This design comes from an exercise in tuning for small area and a short achievable clock period on the open sky130 flow, not from production work. RTL that was checked went through simulation tests only; none was proved equivalent to the original.

==> flow/design.v <==
module finv_pipe #(
   parameter int LATENCY = 2
) (
   input  logic        clk,
   input  logic        rst,
   input  logic        valid_in,
   input  logic [31:0] x,
   output logic        valid_out,
   output logic [31:0] y,
   output logic        ovf
);
   if (LATENCY != 2) begin : g_latency_check
      $error("finv_pipe: only LATENCY=2 is implemented");
   end
   localparam int ND = 12;    
   localparam int W  = 25;    
   localparam int KA = 2;     
   localparam int LB = 12;    
   function automatic logic [3:0] qsel_f(input logic [6:0] s, input logic [6:0] c,
                                         input logic [2:0] d3);
      logic signed [6:0] n, m2, m1, m0, mm1;
      logic ge2, ge1, ge0, gem1;
      n = $signed(s + c);
      m1 = d3[2] ? 7'sd6 : 7'sd4;
      m0 = d3[2] ? -7'sd8 : -7'sd5;
      case (d3)
         3'd0: begin m2 = 7'sd12; mm1 = -7'sd13; end
         3'd1: begin m2 = 7'sd14; mm1 = -7'sd15; end
         3'd2: begin m2 = 7'sd15; mm1 = -7'sd16; end
         3'd3: begin m2 = 7'sd16; mm1 = -7'sd18; end
         3'd4: begin m2 = 7'sd18; mm1 = -7'sd20; end
         3'd5: begin m2 = 7'sd20; mm1 = -7'sd20; end
         3'd6: begin m2 = 7'sd22; mm1 = -7'sd22; end
         default: begin m2 = 7'sd24; mm1 = -7'sd24; end
      endcase
      ge2  = (n >= m2);
      ge1  = (n >= m1);
      ge0  = (n >= m0);
      gem1 = (n >= mm1);
      qsel_f = {ge1, ~ge0, ge2 | ~gem1, (ge1 & ~ge2) | (gem1 & ~ge0)};
   endfunction
   logic        s_a;
   logic [7:0]  e_a;
   logic [22:0] f_a;
   logic [22:0] mf_a;      
   logic        nan_a, inf_a, zro_a;
   logic [7:0]  eb_a;      
   logic [W-1:0] dm_a;
   assign s_a = x[31];
   assign e_a = x[30:23];
   assign f_a = x[22:0];
   always_comb begin
      nan_a = (e_a == 8'hFF) && (f_a != 23'h0);
      zro_a = ((e_a == 8'hFF) && (f_a == 23'h0)) || (e_a == 8'hFE);
      inf_a = (e_a == 8'h00) && (f_a[22:21] == 2'b00);
      if (e_a != 8'h00) begin
         mf_a = f_a;
         eb_a = 8'd253 - e_a;
      end else if (f_a[22]) begin
         mf_a = {f_a[21:0], 1'b0};
         eb_a = 8'd253;
      end else begin
         mf_a = {f_a[20:0], 2'b00};
         eb_a = 8'd254;
      end
   end
   logic [KA+1:0][W-1:0] as, ac;
   logic [KA+1:2][2:0]   qa;
   assign dm_a  = {2'b01, mf_a};
   assign as[1] = ~(mf_a[22] ? dm_a : (dm_a << 1));
   assign ac[1] = W'(1) + (W'(1) << 24);
   for (genvar j = 2; j <= KA + 1; j++) begin : g_arow
      logic [3:0]   q;
      logic [W-1:0] s4, c4, op;
      assign q  = qsel_f(as[j-1][W-1:W-7], ac[j-1][W-1:W-7], mf_a[22:20]);
      assign qa[j] = q[2:0];
      assign s4 = as[j-1] << 2;
      assign c4 = ac[j-1] << 2;
      assign op = ((q[1] ? (dm_a << 1) : '0) | (q[0] ? dm_a : '0)) ^ {W{q[3]}};
      assign as[j] = s4 ^ c4 ^ op;
      assign ac[j] = {(s4[W-2:0] & c4[W-2:0]) | (s4[W-2:0] & op[W-2:0]) | (c4[W-2:0] & op[W-2:0]), q[3]};
   end
   logic         v1, s1, nan1, zro1, inf1;
   logic [7:0]   eb1;
   logic [22:0]  mf1;
   logic [KA+1:2][2:0] qa1;
   always_ff @(posedge clk) begin
      if (rst) v1 <= 1'b0;
      else     v1 <= valid_in;
      s1   <= s_a;
      nan1 <= nan_a;
      zro1 <= zro_a;
      inf1 <= inf_a;
      eb1  <= eb_a;
      mf1  <= mf_a;
      qa1  <= qa;
   end
   logic         s2, nan2, zro2, inf2;
   logic [7:0]   eb2;
   logic [22:0]  mf2;
   logic [W-1:0] ws2;
   logic [W-1:0] wc2;
   logic [LB:2]  qn2, qt2, qo2;
   logic [W-1:0] dm2;
   assign dm2 = {2'b01, mf2};
   logic [W-1:0] dm;
   logic [ND:0][W-1:0] ws, wc;
   logic [ND:0]  qn, q2, q1;    
   assign dm    = {2'b01, mf1};
   assign ws[1] = ~(mf1[22] ? dm : (dm << 1));
   assign wc[1] = W'(1) + (W'(1) << 24);
   for (genvar j = 2; j <= ND; j++) begin : g_row
      logic [3:0]   q;
      logic [W-1:0] s_in, c_in, m, s4, c4, op;
      logic [2:0]   d3;
      if (j == LB + 1) begin : g_c2
         assign s_in = ws2;
         assign c_in = wc2;
      end else begin : g_c1
         assign s_in = ws[j-1];
         assign c_in = wc[j-1];
      end
      assign m  = (j <= LB) ? dm : dm2;
      assign d3 = (j <= LB) ? mf1[22:20] : mf2[22:20];
      if (j <= KA + 1) begin : g_qa
         assign q = {~qa1[j][2] & (qa1[j][1] | qa1[j][0]), qa1[j]};
      end else begin : g_qs
         assign q = qsel_f(s_in[W-1:W-7], c_in[W-1:W-7], d3);
      end
      assign qn[j] = q[2];
      assign q2[j] = q[1];
      assign q1[j] = q[0];
      assign s4 = s_in << 2;
      assign c4 = c_in << 2;
      assign op = ((q[1] ? (m << 1) : '0) | (q[0] ? m : '0)) ^ {W{q[3]}};
      assign ws[j][1:0] = op[1:0];
      assign wc[j][0]   = q[3];
      assign wc[j][2:1] = 2'b00;
      for (genvar i = 2; i < W; i++) begin : g_b
         if (j == 2 || i == 3 || i == 4 || i == W - 1) begin : g_l
            if (i < W - 1) begin : g_c
               assign {wc[j][i+1], ws[j][i]} = 2'(s4[i]) + 2'(c4[i]) + 2'(op[i]);
            end else begin : g_t
               assign ws[j][i] = s4[i] ^ c4[i] ^ op[i];
            end
         end else begin : g_f
            finv_fa u_f (.a(s4[i]), .b(c4[i]), .c(op[i]), .s(ws[j][i]), .co(wc[j][i+1]));
         end
      end
   end
   always_ff @(posedge clk) begin
      if (rst) valid_out <= 1'b0;
      else     valid_out <= v1;
      s2   <= s1;
      nan2 <= nan1;
      zro2 <= zro1;
      inf2 <= inf1;
      eb2  <= eb1;
      mf2  <= mf1;
      ws2  <= ws[LB];
      wc2  <= {wc[LB][W-1:3], 2'b00, wc[LB][0]};
      qn2  <= qn[LB:2];
      qt2  <= q2[LB:2];
      qo2  <= q1[LB:2];
   end
   logic [W+1:0] mx, tp, tm;
   logic         up, dn;
   assign mx = {4'b0001, mf2};
   logic [W-1:0] fs, fc;
   if (LB == ND) begin : g_fr
      assign fs = ws2;
      assign fc = wc2;
   end else begin : g_fw
      assign fs = ws[ND];
      assign fc = wc[ND];
   end
   assign tp = {fs, 2'b00} + {fc, 2'b00} - mx;
   assign tm = {fs, 2'b00} + {fc, 2'b00} + mx;
   assign up = ~tp[W+1];
   assign dn = tm[W+1];
   logic [23:0] pv, nv, sq;
   always_comb begin
      pv = '0;
      nv = '0;
      pv[23:22] = {~mf2[22], mf2[22]};
      for (int j = 2; j <= ND; j++) begin
         if (j <= LB) begin
            pv[2*(ND-j) +: 2] = {qt2[j] & ~qn2[j], qo2[j] & ~qn2[j]};
            nv[2*(ND-j) +: 2] = {qt2[j] & qn2[j], qo2[j] & qn2[j]};
         end else begin
            pv[2*(ND-j) +: 2] = {q2[j] & ~qn[j], q1[j] & ~qn[j]};
            nv[2*(ND-j) +: 2] = {q2[j] & qn[j], q1[j] & qn[j]};
         end
      end
   end
   logic [23:0] sq0, sq1;
   assign sq0 = pv + ~nv;
   assign sq1 = pv + ~nv + 24'd1;
   function automatic logic [32:0] pack(input logic [23:0] sq, input logic b0,
                                        input logic s, input logic nan, input logic inf,
                                        input logic zro, input logic [7:0] eb,
                                        input logic [22:0] mf);
      logic cy, of, uf;
      cy = sq[23];
      of = (eb == 8'd254) && cy;
      uf = (eb == 8'd0) && !cy;
      if (nan)
         pack = {1'b0, s, 8'hFF, 1'b1, mf[21:0]};
      else if (inf || (!zro && of))
         pack = {1'b1, s, 8'hFF, 23'h0};
      else if (!zro && !uf)
         pack = {1'b0, s, cy ? eb + 8'd1 : eb, sq[21:0], b0};
      else
         pack = 33'h0;
   endfunction
   logic [32:0] r0, r1;
   assign r0 = pack(sq0, 1'b1, s2, nan2, inf2, zro2, eb2, mf2);
   assign r1 = pack(sq1, up, s2, nan2, inf2, zro2, eb2, mf2);
   assign {ovf, y} = dn ? r0 : r1;
endmodule
module finv_fa (
   input  logic a,
   input  logic b,
   input  logic c,
   output logic s,
   output logic co
);
   assign s  = a ^ b ^ c;
   assign co = (a & b) | (a & c) | (b & c);
endmodule
==> flow/config.mk <==
export PLATFORM = sky130hd
export DESIGN_NAME = finv_pipe
export DESIGN_NICKNAME = finv_pipe
export VERILOG_FILES = /design/flow/design.v
export SDC_FILE = /design/flow/constraint.sdc
export NUM_CORES = 4
export LEC_CHECK = 0
export ABC_AREA = 1
export CAP_MARGIN = 20
export CORE_MARGIN = 2
export CORE_UTILIZATION = 40
export CTS_BUF_LIST = sky130_fd_sc_hd__clkbuf_4 sky130_fd_sc_hd__clkbuf_8
export SLEW_MARGIN = 20
export SYNTH_HIERARCHICAL = 1
export SYNTH_MINIMUM_KEEP_SIZE = 0
==> flow/constraint.sdc <==
create_clock -name core_clock -period 125.0 [get_ports {clk}]
set_input_delay 25.0000 -clock core_clock [delete_from_list [all_inputs] [get_ports {clk}]]
set_output_delay 25.0000 -clock core_clock [all_outputs]
set_load 0.01 [all_outputs]
standard.sh (not shown) runs the stock make flow with config.mk's settings and CLKGATE_MAP_FILE= SYNTH_SCRIPT=/design/flow/synth_recipe.tcl, a recipe that flattens the netlist after the stock synthesis.
==> flow/flow/run.sh <==
#!/bin/bash
set -euo pipefail
bash standard.sh "BUFFER_PORTS_ARGS=-buffer_cell sky130_fd_sc_hd__buf_2" SETUP_SLACK_MARGIN=90 finish > make.log 2>&1
Rerun with:
--- a/flow/design.v
+++ b/flow/design.v
@@ -12,13 +12,13 @@
    if (LATENCY != 2) begin : g_latency_check
       $error("finv_pipe: only LATENCY=2 is implemented");
    end
    localparam int ND = 12;    
    localparam int W  = 25;    
    localparam int KA = 2;     
-   localparam int LB = 12;    
+   localparam int LB = 11;    
    function automatic logic [3:0] qsel_f(input logic [6:0] s, input logic [6:0] c,
                                          input logic [2:0] d3);
       logic signed [6:0] n, m2, m1, m0, mm1;
       logic ge2, ge1, ge0, gem1;
       n = $signed(s + c);
       m1 = d3[2] ? 7'sd6 : 7'sd4;
After rerunning: The new run completed with no timing, DRC or antenna violations; design area goes down by 2.0%; maximum frequency goes down by 2.6%; utilization goes down by 0.89 points; register-to-register slack gets better by 0.70 ns; count of clock-buffer cells in the layout goes down by 1; area after synthesis barely changes; worst hold slack stays flat; global-route usage goes down by 1.9 points; routed wire length goes down by 9.4%; via count goes down by 2.4%; critical path depth goes up by 16.
For the first run of this note, only the layout was checked, not whether the RTL still works.

==> port drivers added, routing unchanged <==
The flow's constraints put no driver on any port. The routed layouts listed below were extracted and timed again, unchanged, in two steps.
Step 1, drivers: a clkbuf_16 drives clk and a buf_2 each remaining input, both assumed.
Step 2 moves the port delays by t, midway between the first and last clock arrival at a register: inputs arrive t later, outputs are due t later. That takes back most of the time a late clock gives input paths.
Three values: ideal ports, drivers, drivers and shift; two values: the first two.
| run | t (ns) | slack for setup (ns) | worst hold slack (ns) | worst setup path at the end | clock arrival spread, ns |
|---|---|---|---|---|---|
| the first run | 0.567 | 91.576 / 91.611 / 91.045 | 0.332 / 0.332 / 0.332 | input to register | 0.031 / 0.031 |
| the second run | 0.564 | 90.687 / 90.630 / 91.194 | 0.330 / 0.330 / 0.330 | register to output | 0.041 / 0.041 |
After both steps every run listed still meets setup and hold. The setup slack of the first run, which loses most, moves by +0.035 ns with the drivers and by -0.531 ns with both steps.
